Source: an optimization exercise on an open RTL-to-GDS flow (aim: small area, a short achievable clock period and few clock cycles). Production flows keep margins and buffers that such runs may drop. Only simulation tests tie the RTL to the original design; equivalence was not proved. Power and IR drop assume default switching activity.

// cqt_decoder
module cqt_decoder
#(
    parameter int MAX_CTB_COLS = 64   
) (
    input  logic        clk,
    input  logic        rst_n,
    input  logic        cqt_start,
    input  cqt_pkg::ctb_col_t    ctb_x,
    input  cqt_pkg::ctb_row_t    ctb_y,
    input  cqt_pkg::pix_x_t      pic_width,
    input  cqt_pkg::pix_y_t      pic_height,
    output logic        bin_req,
    output cqt_pkg::ctx_addr_t   ctx_addr,
    input  logic        bin,
    input  logic        bin_vld,
    output logic        cu_valid,
    input  logic        cu_ready,
    output cqt_pkg::pix_x_t      cu_x,
    output cqt_pkg::pix_y_t      cu_y,
    output logic [2:0]  cu_log2_size,
    output logic        busy,
    output logic        ctb_done
);
clock: 6.0 ns
lec_check: 0
abc_area: 1
cap_margin: 20
core_margin: 2
core_utilization: 55
cts_buf_list: sky130_fd_sc_hd__clkbuf_16
cts_cluster_diameter: 80
cts_cluster_size: 30
place_density: 0.8
setup_slack_margin: 3.6
slew_margin: 20
run.sh (not shown) runs the stock make flow with config.mk's settings and CLKGATE_MAP_FILE= SYNTH_SCRIPT=/design/flow/synth_recipe.tcl, a recipe that flattens the netlist after the stock synthesis.
The baseline passed the timing, DRC and antenna checks.
Testbench counts at the start, summed over its fixed seeds: cycles 32,788.
Next try:
CORE_UTILIZATION = 50   (was 55)
PLACE_DENSITY = 0.7   (was 0.8)
Outcome: The new run completed with no timing, DRC or antenna violations; routed wire length went down by 0.77%; clock-buffer cell count is unchanged; register-to-register slack stays flat; cell area goes up by 0.37%.
Next try:
TNS_END_PERCENT = 20   (was default)
After rerunning:
- The changed run completed with no timing, DRC or antenna violations
- synthesized cell count does not change
- sequential power is about the same
- flip-flop and latch count is unchanged
- wire length fell by 1.4%
Next try:
CTS_CLUSTER_DIAMETER = 60   (was 80)
CTS_CLUSTER_SIZE = 24   (was 30)
TNS_END_PERCENT = default   (was 20)
The new run went through all stages and came out clean.
Critical path depth rose by 1.
Maximum frequency came out higher by roughly a tenth.
Die area stays the same.
Clock power increases by a quarter to a third.
Setup slack gains 0.24 ns.
Global-route usage went up by 1.0 points.
Via count barely changes.
Synthesized cell count does not change.
Final area increases slightly.
Count of clock-buffer cells in the layout increases by 9.
Next try:
CTS_CLUSTER_DIAMETER = 80   (was 60)
CTS_CLUSTER_SIZE = 30   (was 24)
GPL_ROUTABILITY_DRIVEN = 0   (was default)
Outcome: The changed run finished with timing, DRC and antenna clean; maximum frequency came out lower by about 3.7%; clock skew came out lower by 0.012 ns; power came out lower by about 7%; clock-buffer cell count came out lower by 8; routed wire length came out lower by about 3.5%; flip-flop and latch count stays the same; worst setup slack is worse by 0.090 ns; die area is unchanged; sequential power is about the same; area after synthesis stays the same; synthesized cell count is unchanged.

* * *

== job 2303 ==
Starting RTL as in the previous note.
==> flow/design.v (excerpt) <==
module cqt_decoder
#(
    parameter int MAX_CTB_COLS = 64   
) (
    input  logic        clk,
    input  logic        rst_n,
    input  logic        cqt_start,
    input  cqt_pkg::ctb_col_t    ctb_x,
    input  cqt_pkg::ctb_row_t    ctb_y,
    input  cqt_pkg::pix_x_t      pic_width,
    input  cqt_pkg::pix_y_t      pic_height,
    output logic        bin_req,
    output cqt_pkg::ctx_addr_t   ctx_addr,
    input  logic        bin,
    input  logic        bin_vld,
    output logic        cu_valid,
    input  logic        cu_ready,
    output cqt_pkg::pix_x_t      cu_x,
    output cqt_pkg::pix_y_t      cu_y,
    output logic [2:0]  cu_log2_size,
    output logic        busy,
    output logic        ctb_done
);
Settings: LEC_CHECK=0, ABC_AREA=1, CAP_MARGIN=20, CORE_MARGIN=2, CORE_UTILIZATION=50, CTS_BUF_LIST=sky130_fd_sc_hd__clkbuf_16, CTS_CLUSTER_DIAMETER=80, CTS_CLUSTER_SIZE=30, PLACE_DENSITY=0.7, SETUP_SLACK_MARGIN=3.6, SLEW_MARGIN=20, TNS_END_PERCENT=5; clock period 6.0 ns.
Testbench counts of job 2303, summed over its fixed seeds: cycles 32,788.
For job 1492, these inputs were changed with respect to job 2303:
- ABC_AREA no longer set, was 1
- TNS_END_PERCENT no longer set, was 5
--- outcome ---
Per the final summary, job 1492 finished and its layout is clean on timing, DRC and antenna. Area of all placed cells without fillers ends up higher on job 2303. ~same full die area in job 1492 and job 2303. From job 2303 to job 1492 the numbers moved as follows: number of distinct library cell variants in the gate-level netlist after synthesis up about 40%; total of clock buffers placed in the layout decreased by 1 relative to the old numbers. Job 1492 vs job 2303: part of the power in registers up in job 1492. In terms of area share of fa/ha/maj cells after synthesis, job 1492 and job 2303 differ only marginally. Flip-flop and latch power grows slightly when moving from job 2303 to job 1492. Job 2303 → job 1492: share of the final layout cell area in multi-input gates up 2.8 points, met2 routing resource usage after global routing moved down.
Input-level comparison between job 3816 and job 1492:
- an added ABC_AREA of 1
- a change of SETUP_SLACK_MARGIN from 3.6 to 3.55
==> comparison <==
In summary, job 3816 completed successfully, with a layout that passed the timing, DRC and antenna checks.
Job 1492 ended with every stage complete and zero timing, DRC or antenna violations.
Non-clock buffer count, job 1492 and job 3816: lower on job 1492
| number of nets in the finished design | job 3816 vs job 1492 | 213 higher |
[compare] base=job 1492 new=job 3816: initial antenna violation count increased 4; via count of the first global-routing pass shows an increase of 519; power density normalized to cell area increased 3.4%; area added between synthesis and finish climbed 0.39 points.
Job 1492 → job 3816: global-route total usage across every layer moved up; number of antenna diodes moved up.
What job 6262 does differently from job 3816 at the input level:
- swapping 3.55 for 3.65 in SETUP_SLACK_MARGIN
[summary]
Summary: with job 3816 as the reference, clock-buffer cell count in job 6262 moved up by more than 10%. From job 3816 to job 6262 the numbers moved as follows: sequential share of layout area decreased by 0.40 points relative to the old numbers, met2 wirelength from detailed routing decreased by about 4% relative to the old numbers, sequential standard cell area closely matched the old numbers, routed wire length increased by about 1% relative to the old numbers. Changes observed in job 6262 relative to job 3816: maximum clock rate rose 1.7%, setup slack rose 40 ps. Power after layout in job 6262 vs job 3816: up about 3%. Between job 3816 and job 6262, the flow reports wire length of the first global-routing pass increasing by a few percent. Job 6262 ends up with a share of the core filled with cells that is 0.37 points higher than in job 3816. In the metrics for job 3816 and job 6262, the one carrying the higher cell area after layout is job 6262.

## what the ideal ports hide
No port has a modelled driver above. Below, the same layouts with a new extraction and two added sets of constraints. Step 1, drivers: a clkbuf_16 drives clk and a buf_2 each remaining input, both assumed. Step 2 also shifts input and output timing later by t, the mid clock arrival at the registers, as if the neighbouring blocks saw the same clock. a / b / c = ideal ports / drivers / drivers and shift; a / b = the first two.
| run | t (ns) | slack for setup (ns) | hold slack, ns | worst setup path after step 2 |
|---|---|---|---|---|
| the first run of note 1 | 0.583 | 3.590 / 3.598 / 3.031 | 0.420 / 0.420 / 0.420 | input to register |
| the second run of note 1 | 0.589 | 3.629 / 3.579 / 3.042 | 0.413 / 0.413 / 0.413 | input to register |
| the third run of note 1 | 0.582 | 3.397 / 3.350 / 3.007 | 0.423 / 0.423 / 0.423 | input to register |
| the fourth run of note 1 | 0.621 | 3.639 / 3.589 / 3.053 | 0.411 / 0.411 / 0.411 | input to register |
| the fifth run of note 1 | 0.581 | 3.549 / 3.564 / 2.998 | 0.417 / 0.417 / 0.417 | input to register |
| job 2303 | 0.583 | 3.358 / 3.310 / 2.900 | 0.423 / 0.423 / 0.423 | input to register |
| job 1492 | 0.584 | 3.091 / 3.091 / 2.803 | 0.411 / 0.411 / 0.411 | input to register |
| job 3816 | 0.583 | 3.552 / 3.547 / 2.964 | 0.417 / 0.417 / 0.417 | input to register |
| job 6262 | 0.591 | 3.592 / 3.576 / 2.985 | 0.416 / 0.416 / 0.416 | input to register |
After both steps every run listed still meets setup and hold. The setup slack of job 6262, which loses most, moves by -0.016 ns with the drivers and by -0.607 ns with both steps.
